What follows belongs to an exercise in optimizing a design on an open flow for small area; a production flow would make more cautious choices.
Only simulation tests tie the RTL to the original design; equivalence was not proved.

==> flow/design.v <==
package core_pkg;
  localparam int unsigned DATA_WIDTH = 32;
  localparam int unsigned ADDR_WIDTH = 5;
  localparam int unsigned REG_ZERO   = 0;
  localparam logic [5:0] OP_OUT = 6'b011100;
  localparam logic [5:0] OP_MOV = 6'b011101;
endpackage
module sat_counter #(
  parameter int unsigned WIDTH = 8
) (
  input  logic             clock,
  input  logic             reset,
  input  logic             increment,
  input  logic             clear,
  output logic [WIDTH-1:0] count
);
  logic [WIDTH-1:0] count_q;
  always_ff @(posedge clock) begin
    if (!reset) begin
      count_q <= '0;
    end else if (increment) begin
      if (clear) begin
        count_q <= WIDTH'(1);
      end else if (count_q != {WIDTH{1'b1}}) begin
        count_q <= count_q + WIDTH'(1);
      end
    end else if (clear) begin
      count_q <= '0;
    end
  end
  assign count = count_q;
endmodule
module register_bank #(
  parameter int unsigned DATA_WIDTH    = core_pkg::DATA_WIDTH,
  parameter int unsigned ADDR_WIDTH    = core_pkg::ADDR_WIDTH,
  parameter int unsigned ERR_CNT_WIDTH = 8
) (
  input  logic                     clock,
  input  logic                     reset,
  input  logic [ADDR_WIDTH-1:0]    readAddrA,
  input  logic [ADDR_WIDTH-1:0]    readAddrB,
  output logic [DATA_WIDTH-1:0]    dataA,
  output logic [DATA_WIDTH-1:0]    dataB,
  input  logic                     writeEnable,
  input  logic [ADDR_WIDTH-1:0]    writeAddr,
  input  logic [DATA_WIDTH-1:0]    writeData,
  input  logic                     aluError,
  input  logic                     outEnable,
  output logic [DATA_WIDTH-1:0]    outData,
  input  logic                     errorClear,
  output logic                     errorFlag,
  output logic [ERR_CNT_WIDTH-1:0] errorCount
);
  localparam int unsigned NumRegs = 2 ** ADDR_WIDTH;
  logic                  commit;
  logic                  suppress;
  logic [DATA_WIDTH-1:0] wdata;       
  logic [NumRegs-1:1]    wen;         
  logic [NumRegs-1:1]    rselA, rselB;
  logic                  bypA, bypB;
  logic [DATA_WIDTH-1:0] out_q;
  logic                  flag_q;
  assign commit   = writeEnable && !aluError;
  assign suppress = writeEnable && aluError;
  assign wdata    = writeData & {DATA_WIDTH{reset}};
  logic       hitA, hitB;        
  logic [3:0] wlo, alo, blo;     
  logic [7:0] whi, ahi, bhi;     
  assign hitA = commit && (writeAddr == readAddrA);
  assign hitB = commit && (writeAddr == readAddrB);
  for (genvar k = 0; k < 4; k++) begin : g_lo
    assign wlo[k] = (writeAddr[1:0] == 2'(k));
    assign alo[k] = (readAddrA[1:0] == 2'(k));
    assign blo[k] = (readAddrB[1:0] == 2'(k));
  end
  for (genvar j = 0; j < 8; j++) begin : g_hi
    assign whi[j] = commit && (writeAddr[4:2] == 3'(j));
    assign ahi[j] = reset && !hitA && (readAddrA[4:2] == 3'(j));
    assign bhi[j] = reset && !hitB && (readAddrB[4:2] == 3'(j));
  end
  for (genvar i = 1; i < NumRegs; i++) begin : g_dec
    assign wen[i]   = (whi[i/4] || !reset) && (wlo[i%4] || !reset);
    assign rselA[i] = ahi[i/4] && alo[i%4];
    assign rselB[i] = bhi[i/4] && blo[i%4];
  end
  assign bypA = hitA && (readAddrA != '0);
  assign bypB = hitB && (readAddrB != '0);
  logic [DATA_WIDTH-1:0] regs_q [NumRegs-1:1];
  logic [(NumRegs-1)*DATA_WIDTH-1:0] regs_flat;   
  for (genvar i = 1; i < NumRegs; i++) begin : g_reg
    always_ff @(posedge clock) begin
      if (wen[i]) regs_q[i] <= wdata;
    end
    assign regs_flat[(i-1)*DATA_WIDTH +: DATA_WIDTH] = regs_q[i];
  end
  rb_read_port #(.WIDTH(DATA_WIDTH)) u_rdA (
    .sel (rselA), .regs_flat (regs_flat), .byp (bypA), .wdata (wdata), .data (dataA)
  );
  rb_read_port #(.WIDTH(DATA_WIDTH)) u_rdB (
    .sel (rselB), .regs_flat (regs_flat), .byp (bypB), .wdata (wdata), .data (dataB)
  );
  always_ff @(posedge clock) begin
    if (outEnable || !reset) out_q <= wdata;
  end
  always_ff @(posedge clock) begin
    if (!reset) begin
      flag_q <= 1'b0;
    end else if (suppress) begin
      flag_q <= 1'b1;
    end else if (errorClear) begin
      flag_q <= 1'b0;
    end
  end
  sat_counter #(
    .WIDTH (ERR_CNT_WIDTH)
  ) u_err_cnt (
    .clock     (clock),
    .reset     (reset),
    .increment (suppress),
    .clear     (errorClear),
    .count     (errorCount)
  );
  assign outData   = out_q;
  assign errorFlag = flag_q;
endmodule
module rb_read_port #(
  parameter int unsigned WIDTH = 32
) (
  input  logic [31:1]          sel,
  input  logic [31*WIDTH-1:0]  regs_flat,
  input  logic                 byp,
  input  logic [WIDTH-1:0]     wdata,
  output logic [WIDTH-1:0]     data
);
  for (genvar b = 0; b < WIDTH; b++) begin : g_bit
    logic [31:0] d;
    for (genvar i = 1; i < 32; i++) begin : g_d
      assign d[i] = regs_flat[(i-1)*WIDTH + b];
    end
    assign d[0] = wdata[b];
    rb_sel32 u_sel (.s ({sel, byp}), .d (d), .y (data[b]));
  end
endmodule
module rb_sel32 (
  input  logic [31:0] s,
  input  logic [31:0] d,
  output logic        y
);
  logic [10:0] n;
  logic [2:0]  p;
  for (genvar g = 0; g < 10; g++) begin : g_ao
    rb_aoi222 u_aoi (
      .a1 (s[3*g]),   .a2 (d[3*g]),
      .b1 (s[3*g+1]), .b2 (d[3*g+1]),
      .c1 (s[3*g+2]), .c2 (d[3*g+2]),
      .y  (n[g])
    );
  end
  rb_aoi22 u_aoi_last (.a1 (s[30]), .a2 (d[30]), .b1 (s[31]), .b2 (d[31]), .y (n[10]));
  rb_nand4 u_p0 (.a (n[0]), .b (n[1]), .c (n[2]),  .d (n[3]), .y (p[0]));
  rb_nand4 u_p1 (.a (n[4]), .b (n[5]), .c (n[6]),  .d (n[7]), .y (p[1]));
  rb_nand3 u_p2 (.a (n[8]), .b (n[9]), .c (n[10]),            .y (p[2]));
  rb_or3   u_y  (.a (p[0]), .b (p[1]), .c (p[2]),             .y (y));
endmodule
module rb_aoi222 (
  input  logic a1, a2, b1, b2, c1, c2,
  output logic y
);
  assign y = ~((a1 & a2) | (b1 & b2) | (c1 & c2));
endmodule
module rb_aoi22 (
  input  logic a1, a2, b1, b2,
  output logic y
);
  assign y = ~((a1 & a2) | (b1 & b2));
endmodule
module rb_nand4 (
  input  logic a, b, c, d,
  output logic y
);
  assign y = ~(a & b & c & d);
endmodule
module rb_nand3 (
  input  logic a, b, c,
  output logic y
);
  assign y = ~(a & b & c);
endmodule
module rb_or3 (
  input  logic a, b, c,
  output logic y
);
  assign y = a | b | c;
endmodule
Settings: LEC_CHECK=0, CAP_MARGIN=20, CORE_MARGIN=2, CORE_UTILIZATION=45, PLACE_DENSITY=0.6, SLEW_MARGIN=20, SYNTH_HIERARCHICAL=1; clock period 7.0 ns.
standard.sh (not shown) runs the stock make flow with config.mk's settings and CLKGATE_MAP_FILE= SYNTH_SCRIPT=/design/flow/synth_recipe.tcl, a recipe that flattens the netlist after the stock synthesis.
==> flow/flow/run.sh <==
#!/bin/bash
# Standard ORFS layout (standard.sh, synthesis unchanged) with two layout
# settings changed: ports are buffered with a small buffer instead of the
# default pick, and CTS builds its tree from clkbuf_8 clusters of up to 16
# sinks without dummy loads. make's output goes to standard.log; each ORFS
# step keeps its own log under orfs/logs/.
set -euo pipefail
bash standard.sh \
  "BUFFER_PORTS_ARGS=-buffer_cell sky130_fd_sc_hd__buf_1" \
  "CTS_ARGS=-sink_clustering_enable -repair_clock_nets -dont_use_dummy_load -buf_list {sky130_fd_sc_hd__clkbuf_8} -sink_clustering_size 16 -sink_clustering_max_diameter 60" \
  finish > standard.log 2>&1
Next try:
--- a/flow/design.v
+++ b/flow/design.v
@@ -14,20 +14,14 @@
   input  logic             clear,
   output logic [WIDTH-1:0] count
 );
   logic [WIDTH-1:0] count_q;
+  logic             load;
+  logic [WIDTH-1:0] next;
+  assign load = !reset || clear || (increment && (count_q != {WIDTH{1'b1}}));
+  assign next = (reset && increment) ? (clear ? WIDTH'(1) : count_q + WIDTH'(1)) : '0;
   always_ff @(posedge clock) begin
-    if (!reset) begin
-      count_q <= '0;
-    end else if (increment) begin
-      if (clear) begin
-        count_q <= WIDTH'(1);
-      end else if (count_q != {WIDTH{1'b1}}) begin
-        count_q <= count_q + WIDTH'(1);
-      end
-    end else if (clear) begin
-      count_q <= '0;
-    end
+    if (load) count_q <= next;
   end
   assign count = count_q;
 endmodule
 module register_bank #(
@@ -145,48 +139,49 @@
   input  logic [31:0] s,
   input  logic [31:0] d,
   output logic        y
 );
-  logic [10:0] n;
-  logic [2:0]  p;
+  logic [9:0] n;
+  logic       t;
+  logic [2:0] p;
   for (genvar g = 0; g < 10; g++) begin : g_ao
     rb_aoi222 u_aoi (
       .a1 (s[3*g]),   .a2 (d[3*g]),
       .b1 (s[3*g+1]), .b2 (d[3*g+1]),
       .c1 (s[3*g+2]), .c2 (d[3*g+2]),
       .y  (n[g])
     );
   end
-  rb_aoi22 u_aoi_last (.a1 (s[30]), .a2 (d[30]), .b1 (s[31]), .b2 (d[31]), .y (n[10]));
+  rb_ao22  u_ao_last (.a1 (s[30]), .a2 (d[30]), .b1 (s[31]), .b2 (d[31]), .y (t));
   rb_nand4 u_p0 (.a (n[0]), .b (n[1]), .c (n[2]),  .d (n[3]), .y (p[0]));
   rb_nand4 u_p1 (.a (n[4]), .b (n[5]), .c (n[6]),  .d (n[7]), .y (p[1]));
-  rb_nand3 u_p2 (.a (n[8]), .b (n[9]), .c (n[10]),            .y (p[2]));
+  rb_nand3b u_p2 (.a_n (t), .b (n[8]), .c (n[9]),             .y (p[2]));
   rb_or3   u_y  (.a (p[0]), .b (p[1]), .c (p[2]),             .y (y));
 endmodule
 module rb_aoi222 (
   input  logic a1, a2, b1, b2, c1, c2,
   output logic y
 );
   assign y = ~((a1 & a2) | (b1 & b2) | (c1 & c2));
 endmodule
-module rb_aoi22 (
+module rb_ao22 (
   input  logic a1, a2, b1, b2,
   output logic y
 );
-  assign y = ~((a1 & a2) | (b1 & b2));
+  assign y = (a1 & a2) | (b1 & b2);
+endmodule
+module rb_nand3b (
+  input  logic a_n, b, c,
+  output logic y
+);
+  assign y = ~(!a_n & b & c);
 endmodule
 module rb_nand4 (
   input  logic a, b, c, d,
   output logic y
 );
   assign y = ~(a & b & c & d);
 endmodule
-module rb_nand3 (
-  input  logic a, b, c,
-  output logic y
-);
-  assign y = ~(a & b & c);
-endmodule
 module rb_or3 (
   input  logic a, b, c,
   output logic y
 );
The changed run completed without violations.
Die area is lower slightly.
Cell count is higher slightly.
Fmax is lower slightly.
Worst hold slack gets worse by 0.082 ns.
Routed wire length is lower by a few percent.
Clock-buffer cell count is higher by 4.
Worst setup slack gets worse by 0.045 ns.
Final area is higher slightly.
Global-route usage is lower by 1.1 points.
Synthesized area is lower slightly.
Via count is lower by a few percent.
Synthesized cell count is lower slightly.

## separate check: timing with driven ports
In the flow no input, the clock included, has a driving cell. The finished layouts below were timed again as built, in two steps. Step 1 sets driving cells, clkbuf_16 on the clock port and buf_2 on the other inputs (assumed; they add their load-dependent delay and slew). Step 2 adds t to the input delays and takes it off the output delays; t is the mean of the earliest and latest rising clock arrival at the registers after step 1. Input paths then give back, and output paths get back, about the clock's delay inside the block. Slacks: no drivers / after step 1 / after step 2; pairs: no drivers / after step 1.
run | t, ns | setup slack, ns | worst hold slack (ns) | latest minus earliest clock arrival (ns) | pins driven straight from the clock port
the first run | 0.747 | 0.502 / 0.471 / 0.471 | 0.591 / 0.591 / 0.591 | 0.088 / 0.088 | 1
the second run | 0.770 | 0.456 / 0.362 / 0.362 | 0.509 / 0.509 / 0.509 | 0.075 / 0.075 | 1
After both steps every run listed still meets setup and hold. The setup slack of the second run, which loses most, moves by -0.094 ns with the drivers and by -0.094 ns with both steps.
